Background: an optimization exercise with open tools, aiming at small area, a short achievable clock period and few clock cycles per item. Do not read the settings as production practice.
Function was checked by simulation only, so behaviour that the tests miss may differ from the original.
No activity file was given, so power comes from the tool's default toggle rates.

Setup of maple:
==> flow/design.v (excerpt) <==
module mlp_coproc (
	input  logic        ACLK,
	input  logic        ARESETN,
	input  logic        s_axis_tvalid,
	input  logic [31:0] s_axis_tdata,
	output logic        s_axis_tready,
	output logic        m_axis_tvalid,
	output logic [31:0] m_axis_tdata,
	output logic        m_axis_tlast,
	input  logic        m_axis_tready
);
export LEC_CHECK = 0
export ABC_CLOCK_PERIOD_IN_PS = 3500
export CAP_MARGIN = 20
export CORE_MARGIN = 2
export CORE_UTILIZATION = 65
export CTS_CLUSTER_DIAMETER = 80
export CTS_CLUSTER_SIZE = 25
export SLEW_MARGIN = 20
create_clock -name core_clock -period 11.0 [get_ports {ACLK}]
standard.sh (not shown) runs the stock make flow with config.mk's settings and CLKGATE_MAP_FILE= SYNTH_SCRIPT=/design/flow/synth_recipe.tcl, a recipe that flattens the netlist after the stock synthesis.
==> flow/flow/run.sh <==
#!/bin/bash
set -euo pipefail
SETUP_MARGIN=7.5
bash standard.sh SETUP_SLACK_MARGIN=$SETUP_MARGIN "BUFFER_PORTS_ARGS=-buffer_cell sky130_fd_sc_hd__buf_4" finish > flow_standard.log 2>&1
Testbench counts of maple, summed over its fixed seeds: cycles 18,592, frames 32.
The following lists how sierra was set up differently from maple:
diff --git a/flow/design.v b/flow/design.v
--- a/flow/design.v
+++ b/flow/design.v
@@ -36,20 +36,20 @@
 	localparam logic [9*NQ-1:0] QV = {9'd350, 9'd233, 9'd117, 9'd0};
 	localparam logic [1:0] n_credits = 2'd3;
 	function automatic logic [8:0] inc_mod(input logic [8:0] v);
 		inc_mod = (v == 9'(L - 1)) ? 9'd0 : v + 9'd1;
 	endfunction
 	function automatic logic [7:0] sat_hi(input logic [acc_width-1:0] v);
 		sat_hi = (|v[acc_width-1:16]) ? 8'hff : v[15:8];
 	endfunction
-	function automatic logic in_q(input logic [8:0] dd, input int k);
+	function automatic logic in_q(input logic [8:0] dd);
 		in_q = 1'b0;
 		for (int m = 0; m < NQ; m++) begin
-			if (dd == 9'((int'(QV[9*m +: 9]) + L - k) % L)) begin
+			if (dd == QV[9*m +: 9]) begin
 				in_q = 1'b1;
 			end
 		end
 	endfunction
 	logic       tready_q;
 	logic       in_v;
 	logic [7:0] din;
 	logic [8:0] widx_l;
@@ -60,50 +60,55 @@
 	logic [8:0] ts;
 	logic [8:0] cidx;
 	logic [2:0] kk;
 	logic       rd_full;
 	logic [1:0] cred;
 	logic       row_go;
 	logic       consume;
 	logic       take;
-	function automatic logic ready_for(input logic [8:0] w, input logic q_ok,
+	function automatic logic ready_for(input logic [8:0] w, input logic [8:0] dd,
 		input logic full, input logic [8:0] ci);
 		if (w < 9'(a_words)) begin
-			ready_for = q_ok && (!full || ci > w);
+			ready_for = in_q(dd) && (!full || ci > w);
 		end else begin
 			ready_for = (w >= 9'(a_words + b_words)) || !full;
 		end
 	endfunction
 	assign accept        = s_axis_tvalid & tready_q;
 	assign s_axis_tready = tready_q;
 	logic [8:0] widx_1, widx_2;
+	logic [8:0] d_1, d_2;
 	logic r_20, r_11, r_02;
 	always_comb begin
-		r_20     = ready_for(widx_2, in_q(d_l, 0), rd_full, cidx);
-		r_11     = ready_for(widx_1, in_q(d_l, 1), rd_full, cidx);
-		r_02     = ready_for(widx_l, in_q(d_l, 2), rd_full, cidx);
+		r_20     = ready_for(widx_2, d_l, rd_full, cidx);
+		r_11     = ready_for(widx_1, d_1, rd_full, cidx);
+		r_02     = ready_for(widx_l, d_2, rd_full, cidx);
 		rdy_acc  = in_v ? r_20 : r_11;
 		rdy_idle = in_v ? r_11 : r_02;
 	end
 	always_ff @(posedge ACLK) begin
 		if (!ARESETN) begin
 			widx_l   <= 9'd0;
 			widx_1   <= 9'd1;
 			widx_2   <= 9'd2;
 			d_l      <= 9'(L - 1);
+			d_1      <= 9'd0;
+			d_2      <= 9'd1;
 			in_v     <= 1'b0;
 			tready_q <= 1'b1;
 		end else begin
 			if (in_v) begin
 				widx_l <= widx_1;
 				widx_1 <= widx_2;
 				widx_2 <= inc_mod(widx_2);
 			end else begin
-				d_l <= inc_mod(d_l);
+				d_l <= d_1;
+				d_1 <= d_2;
+				d_2 <= inc_mod(d_2);
 			end
 			in_v     <= accept;
 			tready_q <= accept ? rdy_acc : rdy_idle;
 		end
 		din <= s_axis_tdata[7:0];
 	end
 	logic is_a;
 	assign is_a = (widx_l < 9'(a_words));
--- outcome ---
Max post-route worst setup slack across sierra and maple: maple
The design internal power on sierra is in line with that on maple.
Higher first-pass GRT wire length among sierra and maple: sierra
Vias: sierra more than maple
Looking at worst-case clock skew across both flows, sierra is the weaker of the two, with maple ahead.
Between sierra and maple, combinational power is lower for sierra, maple comes in above that.
sierra and maple ended up with nearly the same power.
In sierra relative to maple, non-clock buffer count had gone down by more than 10%.
[diff] cell area after layout, sierra relative to maple: regression
On post-CTS setup repair buffer count: sierra sits below maple.
sierra: clock sink count is 0.43% higher than what maple reported.
On final wirelength: between sierra and maple, it ends up lower for maple.
On gate count of the mapped netlist: sierra sits above maple.
Global-route usage: sierra > maple
Testbench counts of sierra, summed over its fixed seeds: cycles 18,592, frames 32.


mlp_coproc, a different RTL version from the one above (not shown whole).
Size: roughly 5900 cells after synthesis, about 4200 flip-flops, roughly 71 I/O pins, about 98000 µm² of cells after synthesis.
export LEC_CHECK = 0
export ABC_CLOCK_PERIOD_IN_PS = 3500
export CAP_MARGIN = 20
export CORE_MARGIN = 2
export CORE_UTILIZATION = 65
export CTS_CLUSTER_DIAMETER = 80
export CTS_CLUSTER_SIZE = 25
export SLEW_MARGIN = 20
create_clock -name core_clock -period 11.0 [get_ports {ACLK}]
==> flow/flow/run.sh <==
#!/bin/bash
set -euo pipefail
SETUP_MARGIN=7.6
bash standard.sh SETUP_SLACK_MARGIN=$SETUP_MARGIN "BUFFER_PORTS_ARGS=-buffer_cell sky130_fd_sc_hd__buf_4" finish > flow_standard.log 2>&1
Testbench counts at the start, summed over its fixed seeds: cycles 18,592, frames 32.
Edit:
--- a/flow/design.v
+++ b/flow/design.v
@@ -63,17 +63,14 @@
 	logic [8:0] cidx;
 	logic [2:0] kk;
 	logic       rd_full;
 	logic [1:0] cred;
 	logic       row_go;
 	logic       consume;
 	logic       take;
-	logic       cdone;
-	logic       abort;
-	logic       v3;
 	function automatic logic ready_for(input logic [8:0] w, input logic q_ok,
 		input logic full, input logic [8:0] ci);
 		if (w < 9'(a_words)) begin
 			ready_for = q_ok && (!full || ci > w);
 		end else begin
 			ready_for = (w >= 9'(a_words + b_words)) || !full;
 		end
@@ -134,52 +131,44 @@
 				bmem[j] <= din;
 			end
 		end
 		if (in_v && widx_l == 9'(a_words + b_words)) c0 <= din;
 		if (in_v && widx_l == 9'(a_words + b_words + 1)) c1 <= din;
 		if (in_v && widx_l == 9'(a_words + b_words + 2)) c2 <= din;
 	end
-	assign abort   = v3 && !cdone;
-	assign row_go  = rd_full && (kk == 3'd0) && (ts == cidx) && (cred != 2'd0) && !abort;
-	assign consume = ((kk != 3'd0) || row_go) && !abort;
+	assign row_go  = rd_full && (kk == 3'd0) && (ts == cidx) && (cred != 2'd0);
+	assign consume = (kk != 3'd0) || row_go;
 	always_ff @(posedge ACLK) begin
 		if (!ARESETN) begin
 			ts      <= 9'd2;
 			cidx    <= '0;
 			kk      <= '0;
 			rd_full <= 1'b0;
-			cdone   <= 1'b0;
 			cred    <= n_credits;
 		end else begin
 			ts <= inc_mod(ts);
-			if (abort) begin
-				kk   <= '0;
-				cidx <= '0;
-			end else if (consume) begin
+			if (consume) begin
 				kk <= (kk == 3'd6) ? 3'd0 : kk + 3'd1;
 				if (cidx == 9'(a_words - 1)) begin
 					cidx    <= '0;
 					rd_full <= 1'b0;
 				end else begin
 					cidx <= cidx + 9'd1;
 				end
 			end
 			if (in_v && widx_l == 9'(a_words + b_words - 1)) begin
 				rd_full <= 1'b1;
 				cidx    <= '0;
-				cdone   <= 1'b0;
-			end
-			if (in_v && widx_l == 9'(in_words - 1)) begin
-				cdone <= 1'b1;
-			end
-			cred <= cred - 2'(row_go) + 2'(take) + (abort ? 2'd1 + 2'(kk != 3'd0) : 2'd0);
+			end
+			cred <= cred - 2'(row_go) + 2'(take);
 		end
 	end
 	logic        v1, f0_1, f6_1;
 	logic        v2, f0_2, f6_2;
+	logic        v3;
 	logic [7:0]  bs0, bs1;
 	logic [11:0] p0l, p0h, p1l, p1h;
 	logic [acc_width-1:0] acc0, acc1;
 	logic [7:0]  a_now;
 	assign a_now = ring[8*(TAP + 1) +: 8];
 	always_ff @(posedge ACLK) begin
 		if (!ARESETN) begin
@@ -217,15 +206,15 @@
 	logic [7:0]  y;
 	assign sat0 = sat_hi(acc0);
 	always_ff @(posedge ACLK) begin
 		if (!ARESETN) begin
 			st <= '0;
 			yv <= 1'b0;
 		end else begin
-			st <= {st[5:2], v3 && cdone};
+			st <= {st[5:2], v3};
 			yv <= st[6];
 		end
 	end
 	always_ff @(posedge ACLK) begin
 		if (v3) begin
 			h0 <= sat0;
 			h1 <= sat_hi(acc1);
@@ -233,15 +222,15 @@
 		opc  <= (v3 || st[2]) ? c1 : c2;
 		opn  <= v3 ? sat0[3:0] : st[2] ? h0[7:4] : st[3] ? h1[3:0] : h1[7:4];
 		prod <= opc * opn;
 		osum <= (st[3] ? 17'(c0) : osum) + ((st[4] || st[6]) ? 17'({prod, 4'd0}) : 17'(prod));
 	end
 	assign y = osum[16] ? 8'hff : osum[15:8];
 	logic       e0_v, e1_v, e2_v;
-	logic [8:0] e1, e2;
+	logic [8:0] e0, e1, e2;
 	logic [8:0] yl;
 	logic [5:0] rcnt;
 	logic e0_e;
 	logic e0_v_n;
 	assign take = !e0_e && m_axis_tready;
 	always_comb begin
 		if (take) begin
@@ -271,28 +260,27 @@
 				e1_v <= yv;
 			end else if (e1_v && !e2_v) begin
 				e2_v <= yv;
 			end
 		end
 	end
 	logic [8:0] e0_n;
-	logic [8:0] e0_i;
 	logic [8:0] od;
 	always_comb begin
 		if (take) begin
 			e0_n = e1_v ? e1 : yl;
 		end else if (e0_e) begin
 			e0_n = yl;
 		end else begin
-			e0_n = ~e0_i;
-		end
-	end
-	always_ff @(posedge ACLK) begin
-		e0_i <= ~e0_n;
-		od   <= e0_n;
+			e0_n = e0;
+		end
+	end
+	always_ff @(posedge ACLK) begin
+		e0 <= e0_n;
+		od <= e0_n;
 		if (take) begin
 			e1 <= e2_v ? e2 : yl;
 			e2 <= yl;
 		end else if (!e0_e && !e1_v) begin
 			e1 <= yl;
 		end else if (e1_v && !e2_v) begin
 			e2 <= yl;
=> Power barely changes. Wire length is lower by 1.4%. Final area is lower by 0.59%. Global-route usage is lower by 0.11 points. Non-clock buffer count is lower by 8.
Testbench counts after the change, summed over its fixed seeds: cycles 18,592, frames 32.

## re-timing with driven ports
No port has a modelled driver above. Below, the same layouts with a new extraction and two added sets of constraints.
Step 1, drivers: a clkbuf_16 drives ACLK and a buf_2 each remaining input, both assumed.
Step 2 adds t to the input delays and takes it off the output delays; t is the mean of the earliest and latest rising clock arrival at the registers after step 1. Input paths then give back, and output paths get back, about the clock's delay inside the block.
a / b / c = no drivers / after step 1 / after step 2; a / b = the first two.
run	t (ns)	setup slack, ns	hold slack, ns	worst setup path at the end	pins driven straight from the clock port
maple	0.877	7.459 / 7.384 / 6.946	0.313 / 0.313 / 0.313	input to register	1
sierra	0.902	7.411 / 7.331 / 6.875	0.297 / 0.297 / 0.297	input to register	1
the first run of note 2	0.863	7.529 / 7.455 / 7.324	0.297 / 0.297 / 0.297	input to register	1
the second run of note 2	0.865	7.412 / 7.336 / 7.271	0.306 / 0.306 / 0.306	input to register	1
After both steps setup and hold are still met in every run listed. For sierra, which loses most, drivers alone change the setup slack by -0.080 ns; drivers and shift together by -0.536 ns.
